What follows belongs to an exercise in optimizing a design on an open flow for small area, a short achievable clock period and few clock cycles per item; a production flow would make more cautious choices.
In this exercise RTL edits were held to simulation tests only and were not proved equivalent to the original.
No activity file was given, so power comes from the tool's default toggle rates.

==> job 2179: inputs <==
==> flow/design.v <==
package prefix_add_pkg;
  typedef enum logic [1:0] {
    S_IDLE = 2'd0,
    S_RUN  = 2'd1,
    S_DONE = 2'd2
  } state_t;
  localparam int SLICE_W_DEFAULT = 64;
  function automatic int clog2(input int value);
    int r;
    r = 1;
    for (int i = 1; i < 31; i++) begin
      if ((1 << i) < value) r = i + 1;
    end
    clog2 = r;
  endfunction
endpackage
module prefix_slice_adder #(
  parameter int SLICE_W = 256
) (
  input  logic [SLICE_W-1:0] a,
  input  logic [SLICE_W-1:0] b,
  input  logic               cin,
  output logic [SLICE_W-1:0] sum,
  output logic               cout,
  output logic               c_msb    
);
  localparam int N      = SLICE_W;
  localparam int LEVELS = $clog2(N);
  logic [N-1:0] g [LEVELS+1];
  logic [N-1:0] p [LEVELS+1];
  logic [N-1:0] x;
  logic [N:0]   c;
  assign x = a ^ b;
  assign g[0][0]     = (a[0] & b[0]) | (x[0] & cin);
  assign p[0][0]     = 1'b0;
  assign g[0][N-1:1] = a[N-1:1] & b[N-1:1];
  assign p[0][N-1:1] = x[N-1:1];
  for (genvar l = 0; l < LEVELS; l++) begin : g_lvl
    localparam int D = 1 << l;
    for (genvar i = 0; i < N; i++) begin : g_bit
      if ((i / D) % 2 == 1) begin : g_cell
        localparam int J = (i / D) * D - 1;
        assign g[l+1][i] = g[l][i] | (p[l][i] & g[l][J]);
        assign p[l+1][i] = p[l][i] & p[l][J];
      end else begin : g_pass
        assign g[l+1][i] = g[l][i];
        assign p[l+1][i] = p[l][i];
      end
    end
  end
  assign c[0]   = cin;
  assign c[N:1] = g[LEVELS];
  assign sum    = x ^ c[N-1:0];
  assign cout   = c[N];
  assign c_msb  = c[N-1];
endmodule
module prefix_add_unit (
  input  logic         clk_i,
  input  logic         rst_i,
  input  logic         flush_i,
  input  logic         req_valid_i,
  output logic         req_ready_o,
  input  logic [255:0] req_a_i,
  input  logic [255:0] req_b_i,
  input  logic         req_sub_i,
  input  logic         req_cin_i,
  output logic         resp_valid_o,
  input  logic         resp_ready_i,
  output logic [255:0] resp_sum_o,
  output logic         resp_cout_o,
  output logic         resp_ovf_o,
  output logic         busy_o
);
  localparam int DATA_W = 256;
  logic [DATA_W-1:0] bb;
  logic              cin;
  logic [DATA_W-1:0] sum;
  logic              cout;
  logic              c_msb;
  logic              accept;
  logic              valid_q;
  logic [DATA_W-1:0] sum_q;
  logic              cout_q;
  logic              ovf_q;
  assign bb  = req_sub_i ? ~req_b_i : req_b_i;
  assign cin = req_sub_i | req_cin_i;
  prefix_slice_adder #(
    .SLICE_W (DATA_W)
  ) u_adder (
    .a     (req_a_i),
    .b     (bb),
    .cin   (cin),
    .sum   (sum),
    .cout  (cout),
    .c_msb (c_msb)
  );
  assign req_ready_o = ~flush_i & (~valid_q | resp_ready_i);
  assign accept      = req_valid_i & req_ready_o;
  always_ff @(posedge clk_i) begin
    if (rst_i)        valid_q <= 1'b0;
    else if (accept)  valid_q <= 1'b1;
    else if (flush_i | resp_ready_i) valid_q <= 1'b0;
  end
  always_ff @(posedge clk_i) begin
    if (accept) begin
      sum_q  <= sum;
      cout_q <= cout;
      ovf_q  <= cout ^ c_msb;
    end
  end
  assign resp_valid_o = valid_q;
  assign busy_o       = valid_q;
  assign resp_sum_o   = sum_q;
  assign resp_cout_o  = cout_q;
  assign resp_ovf_o   = ovf_q;
endmodule
==> flow/run.sh <==
#!/bin/bash
# synth_recipe.tcl (not shown) runs the flow's synth.tcl, then flattens the netlist and writes it again
# the make line also repeats each setting of config.mk as NAME=value (left out here)
make -C /OpenROAD-flow-scripts/flow DESIGN_CONFIG=/design/flow/config.mk WORK_HOME=/design/flow/orfs CLKGATE_MAP_FILE= SYNTH_SCRIPT=/design/flow/synth_recipe.tcl finish
==> flow/config.mk <==
export PLATFORM = sky130hd
export DESIGN_NAME = prefix_add_unit
export DESIGN_NICKNAME = prefix_add_unit
export VERILOG_FILES = /design/flow/design.v
export SDC_FILE = /design/flow/constraint.sdc
export NUM_CORES = 4
export LEC_CHECK = 0
export ABC_AREA = 1
export CAP_MARGIN = 20
export CORE_MARGIN = 2
export CORE_UTILIZATION = 30
export SLEW_MARGIN = 20
==> flow/constraint.sdc <==
create_clock -name core_clock -period 5.5 [get_ports {clk_i}]
set_input_delay 1.1000 -clock core_clock [delete_from_list [all_inputs] [get_ports {clk_i}]]
set_output_delay 1.1000 -clock core_clock [all_outputs]
set_load 0.01 [all_outputs]
==> job 9584 (differences from job 2179) <==
--- a/flow/config.mk
+++ b/flow/config.mk
@@ -7,6 +7,7 @@
 export LEC_CHECK = 0
-export ABC_AREA = 1
+export ABC_CLOCK_PERIOD_IN_PS = 3000
 export CAP_MARGIN = 20
 export CORE_MARGIN = 2
-export CORE_UTILIZATION = 30
+export CORE_UTILIZATION = 50
+export SETUP_SLACK_MARGIN = 1.5
 export SLEW_MARGIN = 20
==> job 7644 (differences from job 2179) <==
==> flow/flow/run.sh (new file) <==
#!/bin/bash
# Standard ORFS layout, except that the port buffers are the smallest
# buffer cell (buf_1) instead of the cell buffer_ports picks by default.
set -e
echo 'export BUFFER_PORTS_ARGS = -buffer_cell sky130_fd_sc_hd__buf_1' >> "$FLOW_CONFIG"
bash standard.sh > standard.log 2>&1
==> flow/standard.sh (new file) <==
#!/bin/bash
# synth_recipe.tcl (not shown) runs the flow's synth.tcl, then flattens the netlist and writes it again
# the make line also repeats each setting of config.mk as NAME=value (left out here)
make -C /OpenROAD-flow-scripts/flow DESIGN_CONFIG=/design/flow/config.mk WORK_HOME=/design/flow/orfs CLKGATE_MAP_FILE= SYNTH_SCRIPT=/design/flow/synth_recipe.tcl "${@:-finish}"
--- a/flow/config.mk
+++ b/flow/config.mk
@@ -7,3 +7,2 @@
 export LEC_CHECK = 0
-export ABC_AREA = 1
 export CAP_MARGIN = 20
@@ -11,2 +10,4 @@
 export CORE_UTILIZATION = 30
+export SETUP_SLACK_MARGIN = 1.5
 export SLEW_MARGIN = 20
+export BUFFER_PORTS_ARGS = -buffer_cell sky130_fd_sc_hd__buf_1
removed: flow/run.sh
==> job 2836 (differences from job 2179) <==
--- a/flow/config.mk
+++ b/flow/config.mk
@@ -7,3 +7,3 @@
 export LEC_CHECK = 0
-export ABC_AREA = 1
+export ABC_CLOCK_PERIOD_IN_PS = 3000
 export CAP_MARGIN = 20
@@ -11,2 +11,3 @@
 export CORE_UTILIZATION = 30
+export SETUP_SLACK_MARGIN = 1.5
 export SLEW_MARGIN = 20
==> impl_metrics.yaml <==
critical_path:
  critical_path.reg2reg.endpoint: "cout_q$_DFFE_PP_"
yosys:
  synth-simple-area-share: 0.107
  synth.most_common_cell: "sky130_fd_sc_hd__xor2_1"
  post-synth-top-area-fraction: 0.358
run_status:
  outcome: "finished clean"
power:
  combinationalPowerShare: 0.447
  leakagePower_nw: 13.5
  comb_cell_power_mw: 4.10
  power.density_cell_area_nw_per_um2: 277
die:
  std_cell_rows: 98
grt:
  use_met3: 0.0677
  grt_start_max_net_pins: 88
final_layout:
  clock_tree_area_fraction: 0.0362
  seq_area_frac: 0.235
min_path:
  worst_hold_startpoint: "valid_q$_SDFFE_PP0P_"
timing:
  finalHoldWorstSlack_ns: 0.637
[end of results for job 7644]
==> impl_metrics.yaml <==
yosys:
  synth.most_common_cell: "sky130_fd_sc_hd__xor2_1"
  ys_seq_area_frac: 0.359
  unique_masters_post_synth: 76
  post-synth-top-area-fraction: 0.358
  synth.top_cells.by_count: "sky130_fd_sc_hd__xor2_1, sky130_fd_sc_hd__edfxtp_1, sky130_fd_sc_hd__ha_1"
  synth-simple-area-share: 0.107
  async_flop_share: 0
  top_cells_by_area_in_the_synthesized_netlist: "sky130_fd_sc_hd__edfxtp_1, sky130_fd_sc_hd__ha_1, sky130_fd_sc_hd__xor2_1"
  synth_ff_type: "sky130_fd_sc_hd__edfxtp_1"
run_status:
  outcome: "aborted with a tool error"
  stop_stage: "3_2_place_iop"
  toolErrorMsg: "[ERROR PPL-0024] Number of IO pins (780) exceeds maximum number of available positions (762). Increase the die perimeter from 848.56um to 1060.80um."
die:
  std_cell_rows: 76
[end of results for job 9584]
==> impl_metrics.yaml <==
yosys:
  synth.most_common_cell: "sky130_fd_sc_hd__nand2_1"
  synth-simple-area-share: 0.307
  post-synth-top-area-fraction: 0.285
grt:
  grt_start_max_net_pins: 80
power:
  comb_cell_power_mw: 4.07
  leakagePower_nw: 17.5
  power.density_cell_area_nw_per_um2: 239
  combinationalPowerShare: 0.449
final_layout:
  seq_area_frac: 0.205
timing:
  finalHoldWorstSlack_ns: 0.657
critical_path:
  critical_path.reg2reg.endpoint: "sum_q[91]$_DFFE_PP_"
run_status:
  outcome: "finished clean"
min_path:
  worst_hold_startpoint: "valid_q$_SDFFE_PP0P_"
die:
  std_cell_rows: 110
[end of results for job 2179]
==> impl_metrics.yaml <==
run_status:
  outcome: "finished clean"
final_layout:
  seq_area_frac: 0.202
grt:
  grt_start_max_net_pins: 56
  use_met3: 0.0648
yosys:
  synth.most_common_cell: "sky130_fd_sc_hd__xor2_1"
  synth-simple-area-share: 0.107
  post-synth-top-area-fraction: 0.358
power:
  power.density_cell_area_nw_per_um2: 250
  combinationalPowerShare: 0.488
  comb_cell_power_mw: 4.70
  leakagePower_nw: 15.8
critical_path:
  critical_path.reg2reg.endpoint: "sum_q[154]$_DFFE_PP_"
[end of results for job 2836]
Testbench counts of job 2179, summed over its fixed seeds: cycles 1,288, items 1,280.
Testbench counts of job 9584, summed over its fixed seeds: cycles 1,288, items 1,280.
Testbench counts of job 7644, summed over its fixed seeds: cycles 1,288, items 1,280.
Testbench counts of job 2836, summed over its fixed seeds: cycles 1,288, items 1,280.

-- static timing again, ports no longer ideal --
In the flow no input, the clock included, has a driving cell. The finished layouts below were timed again as built, in two steps.
Step 1, drivers: a clkbuf_16 drives clk_i and a buf_2 each remaining input, both assumed.
Step 2 also shifts input and output timing later by t, the mid clock arrival at the registers, as if the neighbouring blocks saw the same clock.
Slacks: no drivers / after step 1 / after step 2; pairs: no drivers / after step 1.
| run | t (ns) | setup WS [ns] | slew at the worst register clock pin (ns) |
|---|---|---|---|
| job 2179 | 0.618 | 1.041 / 1.052 / 0.434 | 0.06 / 0.06 |
| job 7644 | 0.611 | 0.733 / 0.744 / 0.133 | 0.07 / 0.07 |
| job 2836 | 0.601 | 0.924 / 0.611 / 0.010 | 0.07 / 0.07 |
After both steps setup and hold are still met in every run listed. The setup slack of job 2836, which loses most, moves by -0.313 ns with the drivers and by -0.914 ns with both steps.
